Background: an optimization exercise with open tools, aiming at a short achievable clock period and few clock cycles. Do not read the settings as production practice.
Function was checked by simulation only, so behaviour that the tests miss may differ from the original.
Power and IR drop assume default switching activity.

==> inputs of build 98 <==
==> flow/design.v <==
package mem_types_pkg;
	typedef logic [256-1:0] line_t;
	typedef logic [32-1:0] addr_t;
	typedef struct packed {
		logic  read;
		logic  write;
		addr_t address;
		line_t wdata;
	} line_req_t;
	typedef struct packed {
		logic  resp;
		line_t rdata;
	} line_ret_t;
	typedef enum logic [1:0] {
		own_none,
		own_inst,
		own_data
	} owner_e;
	typedef enum logic {
		arb_idle,
		arb_busy
	} arb_state_e;
	typedef enum logic [2:0] {
		l2_idle,
		l2_lookup,
		l2_writeback,
		l2_fill,
		l2_done
	} l2_state_e;
endpackage
`timescale 1ns/1ns
module mem_subsystem_top (
	input  logic                      clk,
	input  logic                      rst_n,
	input  logic                      iread,
	input  mem_types_pkg::addr_t      iaddress,
	output logic                      iresp,
	output mem_types_pkg::line_t      i_rdata,
	input  logic                      d_read,
	input  logic                      d_write,
	input  mem_types_pkg::addr_t      d_address,
	input  mem_types_pkg::line_t      d_wdata,
	output logic                      dresp,
	output mem_types_pkg::line_t      d_rdata,
	output logic                      pmem_read,
	output logic                      pmem_write,
	output mem_types_pkg::addr_t      pmem_address,
	output mem_types_pkg::line_t      pmem_wdata,
	input  logic                      pmem_resp,
	input  mem_types_pkg::line_t      pmem_rdata
);
	localparam int OFFSET_BITS = $clog2(256 / 8);
	localparam int INDEX_BITS  = $clog2(16);
	localparam int TAG_BITS    = 32 - INDEX_BITS - OFFSET_BITS;
	typedef logic [INDEX_BITS-1:0] idx_t;
	typedef logic [TAG_BITS-1:0]   tag_t;
	localparam logic [1:0] M_IDLE = 2'd0;
	localparam logic [1:0] M_WB   = 2'd1;
	localparam logic [1:0] M_FILL = 2'd2;
	logic [16-1:0][256-1:0] data_arr;
	tag_t                 tag_arr  [16];
	logic [16-1:0]  valid_arr;
	logic [16-1:0]  dirty_arr;
	logic                 iresp_q, dresp_q;
	mem_types_pkg::line_t i_rdata_q, d_rdata_q;
	logic [1:0]           mst;
	logic                 mown_d;    
	idx_t                 mset;
	tag_t                 mtag;
	logic                 mwr;       
	logic                 mwb;       
	logic                 pmem_read_q, pmem_write_q;
	logic                 fill_i_q, fill_d_q;
	logic [32-1:OFFSET_BITS] pmem_line_q;
	mem_types_pkg::line_t pmem_wdata_q;
	logic                 last_d;
	idx_t   si, sd, sp;
	tag_t   ti, td, tp;
	logic [16-1:0] match_i, match_d;
	logic   hit_i, hit_d;
	logic   act_i, act_d;
	logic   blk_i, blk_d;
	logic   fill_done, wb_done;
	logic   hit_ok, pmem_free;
	logic   can_hit_i, can_hit_d;
	logic   ans_i, ans_d;
	logic   pref_d;
	logic   go, go_wb;
	logic   vd_i, vd_d;
	logic [32-1:OFFSET_BITS] line_i, line_d;
	logic [16-1:0] oh_p;
	logic   wr_commit;
	logic                fill_rd_q;   
	logic                fill_dw_q;   
	logic [16-1:0] we_row;
	logic [16-1:0] fill_row_q;  
	mem_types_pkg::line_t wbus;
	logic                wsel_d;
	logic [16-1:0] oh_i, oh_d;
	mem_types_pkg::line_t rd_i, rd_d;
	assign iresp = iresp_q && !pmem_resp;
	assign dresp = pmem_resp ? fill_dw_q : dresp_q;
	assign i_rdata = i_rdata_q;
	assign d_rdata = d_rdata_q;
	assign pmem_read    = pmem_read_q;
	assign pmem_write   = pmem_write_q;
	assign pmem_address = {pmem_line_q, {OFFSET_BITS{1'b0}}};
	assign pmem_wdata   = pmem_wdata_q;
	always_comb begin
		si = iaddress[OFFSET_BITS +: INDEX_BITS];
		ti = iaddress[32-1 -: TAG_BITS];
		sd = d_address[OFFSET_BITS +: INDEX_BITS];
		td = d_address[32-1 -: TAG_BITS];
		for (int k = 0; k < 16; k++) begin
			match_i[k] = valid_arr[k] && (tag_arr[k] == ti);
			match_d[k] = valid_arr[k] && (tag_arr[k] == td);
		end
		hit_i = match_i[si];
		hit_d = match_d[sd];
		fill_done = pmem_resp && (mst == M_FILL);
		wb_done   = pmem_resp && (mst == M_WB);
		act_i = iread && !iresp_q && !(mst != M_IDLE && !mown_d);
		act_d = (d_read || d_write) && !dresp_q && !(mst != M_IDLE && mown_d);
		blk_i = (mst != M_IDLE && mset == si) || (dresp_q && d_write && sd == si);
		blk_d = (mst != M_IDLE && mset == sd) || (iresp_q && si == sd);
		hit_ok    = !wb_done && !(fill_done && !fill_dw_q)
			&& !(mst == M_FILL && mwb && !(pmem_resp && fill_dw_q));
		pmem_free = (mst == M_IDLE) || fill_done;
		can_hit_i = act_i && hit_i && !blk_i && hit_ok;
		can_hit_d = act_d && hit_d && !blk_d && hit_ok;
		ans_i = can_hit_i && (!can_hit_d || last_d);
		ans_d = can_hit_d && !ans_i;
		pref_d = act_d && (!act_i || !last_d);
		sp = pref_d ? sd : si;
		tp = pref_d ? td : ti;
		go = (pref_d ? (act_d && !hit_d && !blk_d)
			: (act_i && !hit_i && !blk_i && !(act_d && d_write && hit_d && sd == si)))
			&& pmem_free;
		vd_i = valid_arr[si] && dirty_arr[si];
		vd_d = valid_arr[sd] && dirty_arr[sd];
		line_i = vd_i ? {tag_arr[si], si} : {ti, si};
		line_d = vd_d ? {tag_arr[sd], sd} : {td, sd};
		go_wb = pref_d ? vd_d : vd_i;
		wr_commit = dresp && d_write;
		for (int k = 0; k < 16; k++) begin
			we_row[k] = (wr_commit && sd == k) || (pmem_resp && fill_row_q[k]);
		end
		wbus = (pmem_resp && fill_rd_q) ? pmem_rdata : d_wdata;
		wsel_d = (mst == M_WB) ? mown_d : pref_d;
		oh_i = 16'(1) << si;
		oh_d = 16'(1) << sd;
		oh_p = pref_d ? oh_d : oh_i;
		rd_i = '0;
		rd_d = '0;
		for (int k = 0; k < 16; k++) begin
			rd_i = rd_i | (data_arr[k] & {256{oh_i[k]}});
			rd_d = rd_d | (data_arr[k] & {256{oh_d[k]}});
		end
	end
	always_ff @(posedge clk or negedge rst_n) begin
		if (!rst_n) begin
			iresp_q      <= 1'b0;
			dresp_q      <= 1'b0;
			mst          <= M_IDLE;
			pmem_read_q  <= 1'b0;
			pmem_write_q <= 1'b0;
			fill_i_q     <= 1'b0;
			fill_d_q     <= 1'b0;
			fill_rd_q    <= 1'b0;
			fill_dw_q    <= 1'b0;
			fill_row_q   <= '0;
			valid_arr    <= '0;
			dirty_arr    <= '0;
			last_d       <= 1'b0;
		end else begin
			iresp_q <= ans_i || (fill_done && fill_i_q);
			dresp_q <= ans_d || (fill_done && fill_d_q && !fill_dw_q);
			if (ans_i) last_d <= 1'b0;
			if (ans_d) last_d <= 1'b1;
			if (fill_done) last_d <= mown_d;
			if (wr_commit) begin
				dirty_arr[sd] <= 1'b1;
			end
			if (fill_done) begin
				valid_arr[mset] <= 1'b1;
				dirty_arr[mset] <= mwr;
			end
			if (wb_done) begin
				mst          <= M_FILL;
				pmem_write_q <= 1'b0;
				pmem_read_q  <= 1'b1;
				fill_i_q     <= !mown_d;
				fill_d_q     <= mown_d;
				fill_rd_q    <= !mwr;
				fill_dw_q    <= mwr;
				fill_row_q   <= 16'(1) << mset;
			end else if (go) begin
				mst          <= go_wb ? M_WB : M_FILL;
				pmem_write_q <= go_wb;
				pmem_read_q  <= !go_wb;
				fill_i_q     <= !go_wb && !pref_d;
				fill_d_q     <= !go_wb && pref_d;
				fill_rd_q    <= !go_wb && !(pref_d && d_write);
				fill_dw_q    <= !go_wb && pref_d && d_write;
				fill_row_q   <= go_wb ? '0 : oh_p;
			end else if (fill_done) begin
				mst          <= M_IDLE;
				pmem_read_q  <= 1'b0;
				fill_i_q     <= 1'b0;
				fill_d_q     <= 1'b0;
				fill_rd_q    <= 1'b0;
				fill_dw_q    <= 1'b0;
				fill_row_q   <= '0;
			end
		end
	end
	always_ff @(posedge clk) begin
		if (wb_done) begin
			pmem_line_q <= {mtag, mset};
		end else if (pmem_free) begin
			mown_d <= pref_d;
			mset   <= sp;
			mtag   <= tp;
			mwr    <= pref_d && d_write;
			mwb    <= go_wb;
			pmem_line_q <= pref_d ? line_d : line_i;
		end
	end
	always_ff @(posedge clk) begin
		pmem_wdata_q <= wsel_d ? rd_d : rd_i;
		i_rdata_q <= (fill_done && fill_i_q) ? pmem_rdata : rd_i;
		d_rdata_q <= (fill_done && fill_d_q) ? pmem_rdata : rd_d;
	end
	always_ff @(posedge clk) begin
		for (int k = 0; k < 16; k++) begin
			if (we_row[k]) begin
				data_arr[k] <= wbus;
			end
		end
		if (fill_done) begin
			tag_arr[mset]  <= mtag;
		end
	end
endmodule
==> flow/flow/run.sh <==
#!/bin/bash
# The standard layout, with plain buffers (buf_4) on the ports instead of the
# delay-cell buffers buffer_ports picks by default; the platform's footprint
# matching keeps the resizer from swapping those later.
set -euo pipefail
bash standard.sh "BUFFER_PORTS_ARGS=-buffer_cell sky130_fd_sc_hd__buf_4" finish > run_standard.log 2>&1
==> flow/standard.sh <==
#!/bin/bash
# synth_recipe.tcl (not shown) runs the flow's synth.tcl, then flattens the netlist and writes it again
# the make line also repeats each setting of config.mk as NAME=value (left out here)
make -C /OpenROAD-flow-scripts/flow DESIGN_CONFIG=/design/flow/config.mk WORK_HOME=/design/flow/orfs CLKGATE_MAP_FILE= SYNTH_SCRIPT=/design/flow/synth_recipe.tcl "${@:-finish}"
==> flow/config.mk <==
export PLATFORM = sky130hd
export DESIGN_NAME = mem_subsystem_top
export DESIGN_NICKNAME = mem_subsystem_top
export VERILOG_FILES = /design/flow/design.v
export SDC_FILE = /design/flow/constraint.sdc
export NUM_CORES = 4
export LEC_CHECK = 0
export ABC_CLOCK_PERIOD_IN_PS = 3000
export CAP_MARGIN = 50
export CORE_MARGIN = 2
export CORE_UTILIZATION = 55
export SETUP_SLACK_MARGIN = 3.5
export SLEW_MARGIN = 70
export TNS_END_PERCENT = 20
==> flow/constraint.sdc <==
create_clock -name core_clock -period 7.5 [get_ports {clk}]
set_input_delay 1.5000 -clock core_clock [delete_from_list [all_inputs] [get_ports {clk}]]
set_output_delay 1.5000 -clock core_clock [all_outputs]
set_load 0.01 [all_outputs]
==> build 75 (differences from build 98) <==
--- a/flow/design.v
+++ b/flow/design.v
@@ -87,18 +87,12 @@
 	logic   pref_d;
 	logic   go, go_wb;
-	logic   vd_i, vd_d;
-	logic [32-1:OFFSET_BITS] line_i, line_d;
-	logic [16-1:0] oh_p;
 	logic   wr_commit;
 	logic                fill_rd_q;   
-	logic                fill_dw_q;   
 	logic [16-1:0] we_row;
 	logic [16-1:0] fill_row_q;  
 	mem_types_pkg::line_t wbus;
 	logic                wsel_d;
-	logic [16-1:0] oh_i, oh_d;
-	mem_types_pkg::line_t rd_i, rd_d;
 	assign iresp = iresp_q && !pmem_resp;
-	assign dresp = pmem_resp ? fill_dw_q : dresp_q;
+	assign dresp = dresp_q && !pmem_resp;
 	assign i_rdata = i_rdata_q;
 	assign d_rdata = d_rdata_q;
@@ -124,6 +118,5 @@
 		blk_i = (mst != M_IDLE && mset == si) || (dresp_q && d_write && sd == si);
 		blk_d = (mst != M_IDLE && mset == sd) || (iresp_q && si == sd);
-		hit_ok    = !wb_done && !(fill_done && !fill_dw_q)
-			&& !(mst == M_FILL && mwb && !(pmem_resp && fill_dw_q));
+		hit_ok    = !wb_done && !fill_done && !(mst == M_FILL && mwb);
 		pmem_free = (mst == M_IDLE) || fill_done;
 		can_hit_i = act_i && hit_i && !blk_i && hit_ok;
@@ -134,12 +127,7 @@
 		sp = pref_d ? sd : si;
 		tp = pref_d ? td : ti;
-		go = (pref_d ? (act_d && !hit_d && !blk_d)
-			: (act_i && !hit_i && !blk_i && !(act_d && d_write && hit_d && sd == si)))
-			&& pmem_free;
-		vd_i = valid_arr[si] && dirty_arr[si];
-		vd_d = valid_arr[sd] && dirty_arr[sd];
-		line_i = vd_i ? {tag_arr[si], si} : {ti, si};
-		line_d = vd_d ? {tag_arr[sd], sd} : {td, sd};
-		go_wb = pref_d ? vd_d : vd_i;
+		go = (pref_d ? (act_d && !hit_d && !blk_d) : (act_i && !hit_i && !blk_i)) && pmem_free
+			&& !(!pref_d && ans_d && d_write && sd == si);
+		go_wb = valid_arr[sp] && dirty_arr[sp];
 		wr_commit = dresp && d_write;
 		for (int k = 0; k < 16; k++) begin
@@ -148,13 +136,4 @@
 		wbus = (pmem_resp && fill_rd_q) ? pmem_rdata : d_wdata;
 		wsel_d = (mst == M_WB) ? mown_d : pref_d;
-		oh_i = 16'(1) << si;
-		oh_d = 16'(1) << sd;
-		oh_p = pref_d ? oh_d : oh_i;
-		rd_i = '0;
-		rd_d = '0;
-		for (int k = 0; k < 16; k++) begin
-			rd_i = rd_i | (data_arr[k] & {256{oh_i[k]}});
-			rd_d = rd_d | (data_arr[k] & {256{oh_d[k]}});
-		end
 	end
 	always_ff @(posedge clk or negedge rst_n) begin
@@ -168,5 +147,4 @@
 			fill_d_q     <= 1'b0;
 			fill_rd_q    <= 1'b0;
-			fill_dw_q    <= 1'b0;
 			fill_row_q   <= '0;
 			valid_arr    <= '0;
@@ -175,5 +153,5 @@
 		end else begin
 			iresp_q <= ans_i || (fill_done && fill_i_q);
-			dresp_q <= ans_d || (fill_done && fill_d_q && !fill_dw_q);
+			dresp_q <= ans_d || (fill_done && fill_d_q);
 			if (ans_i) last_d <= 1'b0;
 			if (ans_d) last_d <= 1'b1;
@@ -193,5 +171,4 @@
 				fill_d_q     <= mown_d;
 				fill_rd_q    <= !mwr;
-				fill_dw_q    <= mwr;
 				fill_row_q   <= 16'(1) << mset;
 			end else if (go) begin
@@ -202,6 +179,5 @@
 				fill_d_q     <= !go_wb && pref_d;
 				fill_rd_q    <= !go_wb && !(pref_d && d_write);
-				fill_dw_q    <= !go_wb && pref_d && d_write;
-				fill_row_q   <= go_wb ? '0 : oh_p;
+				fill_row_q   <= go_wb ? '0 : (16'(1) << sp);
 			end else if (fill_done) begin
 				mst          <= M_IDLE;
@@ -210,5 +186,4 @@
 				fill_d_q     <= 1'b0;
 				fill_rd_q    <= 1'b0;
-				fill_dw_q    <= 1'b0;
 				fill_row_q   <= '0;
 			end
@@ -224,11 +199,11 @@
 			mwr    <= pref_d && d_write;
 			mwb    <= go_wb;
-			pmem_line_q <= pref_d ? line_d : line_i;
+			pmem_line_q <= go_wb ? {tag_arr[sp], sp} : {tp, sp};
 		end
 	end
 	always_ff @(posedge clk) begin
-		pmem_wdata_q <= wsel_d ? rd_d : rd_i;
-		i_rdata_q <= (fill_done && fill_i_q) ? pmem_rdata : rd_i;
-		d_rdata_q <= (fill_done && fill_d_q) ? pmem_rdata : rd_d;
+		pmem_wdata_q <= wsel_d ? data_arr[sd] : data_arr[si];
+		i_rdata_q <= (fill_done && fill_i_q) ? pmem_rdata : data_arr[si];
+		d_rdata_q <= (fill_done && fill_d_q) ? pmem_rdata : data_arr[sd];
 	end
 	always_ff @(posedge clk) begin
--- a/flow/config.mk
+++ b/flow/config.mk
@@ -7,8 +7,8 @@
 export LEC_CHECK = 0
 export ABC_CLOCK_PERIOD_IN_PS = 3000
-export CAP_MARGIN = 50
+export CAP_MARGIN = 20
 export CORE_MARGIN = 2
 export CORE_UTILIZATION = 55
 export SETUP_SLACK_MARGIN = 3.5
-export SLEW_MARGIN = 70
+export SLEW_MARGIN = 20
 export TNS_END_PERCENT = 20
==> flow_metrics.py <==
metrics = {
    "finish": {
        "seq_area_um2": 152600,
        "area_growth_pct": 15.30,
        "multi_input_gates": 5419,
        "clockBufferCount": 770,
    },
    "timing": {
        "clock.fmax_mhz": 239.4,
    },
    "route": {
        "wl_per_cell_um": 38.36,
        "wirelength_um": 737900,
    },
    "power": {
        "pg_clk_uw": 27600,
        "seqPwrFrac": 0.455,
        "powerDensity_nw_per_um2": 324.2,
    },
    "grt": {
        "grt_max_degree": 146,
    },
    "synthesis": {
        "synth_top_area_frac": 0.5675,
        "synthXorXnorAreaFrac": 0.02742,
        "yosys.area_share.simple": 0.01381,
    },
    "place": {
        "dp_worst_setup_slack_ns": 1.280,
    },
    "run_status": {
        "outcome": "no timing/DRC/antenna violations",
    },
    "setup_path": {
        "crit_family": "compound AO/OA/AOI/OAI gates",
    },
}
That was build 75.
==> flow_metrics.py <==
metrics = {
    "power": {
        "seqPwrFrac": 0.462,
        "powerDensity_nw_per_um2": 316.9,
    },
    "finish": {
        "area_growth_pct": 20.21,
        "multi_input_gates": 9345,
        "clockBufferCount": 749,
    },
    "timing": {
        "clock.fmax_mhz": 246.2,
    },
    "grt": {
        "grt_max_degree": 77,
    },
    "synthesis": {
        "yosys.area_share.simple": 0.05702,
    },
    "route": {
        "wl_per_cell_um": 40.05,
    },
    "place": {
        "dp_worst_setup_slack_ns": 2.442,
    },
    "run_status": {
        "outcome": "no timing/DRC/antenna violations",
    },
}
That was build 98.
Testbench counts of build 98, summed over its fixed seeds: cycles 16,480.
Testbench counts of build 75, summed over its fixed seeds: cycles 16,619.

separate check: timing with driven ports:
How much do the figures lean on ideal ports? The routed layouts below were timed once more, with nothing changed but the port constraints.
Step 1 sets driving cells, clkbuf_16 on the clock port and buf_2 on the other inputs (assumed; they add their load-dependent delay and slew).
Step 2 also shifts input and output timing later by t, the mid clock arrival at the registers, as if the neighbouring blocks saw the same clock.
a / b / c = ideal / step 1 / step 2; a / b = the first two.
run	shift t [ns]	slack for setup (ns)	clock arrival spread, ns
build 98	1.207	3.438 / 3.528 / 2.321	0.047 / 0.046
build 75	1.169	3.323 / 3.330 / 2.201	0.039 / 0.040
After both steps setup and hold are still met in every run listed. For build 75, which loses most, drivers alone change the setup slack by +0.007 ns; drivers and shift together by -1.122 ns.
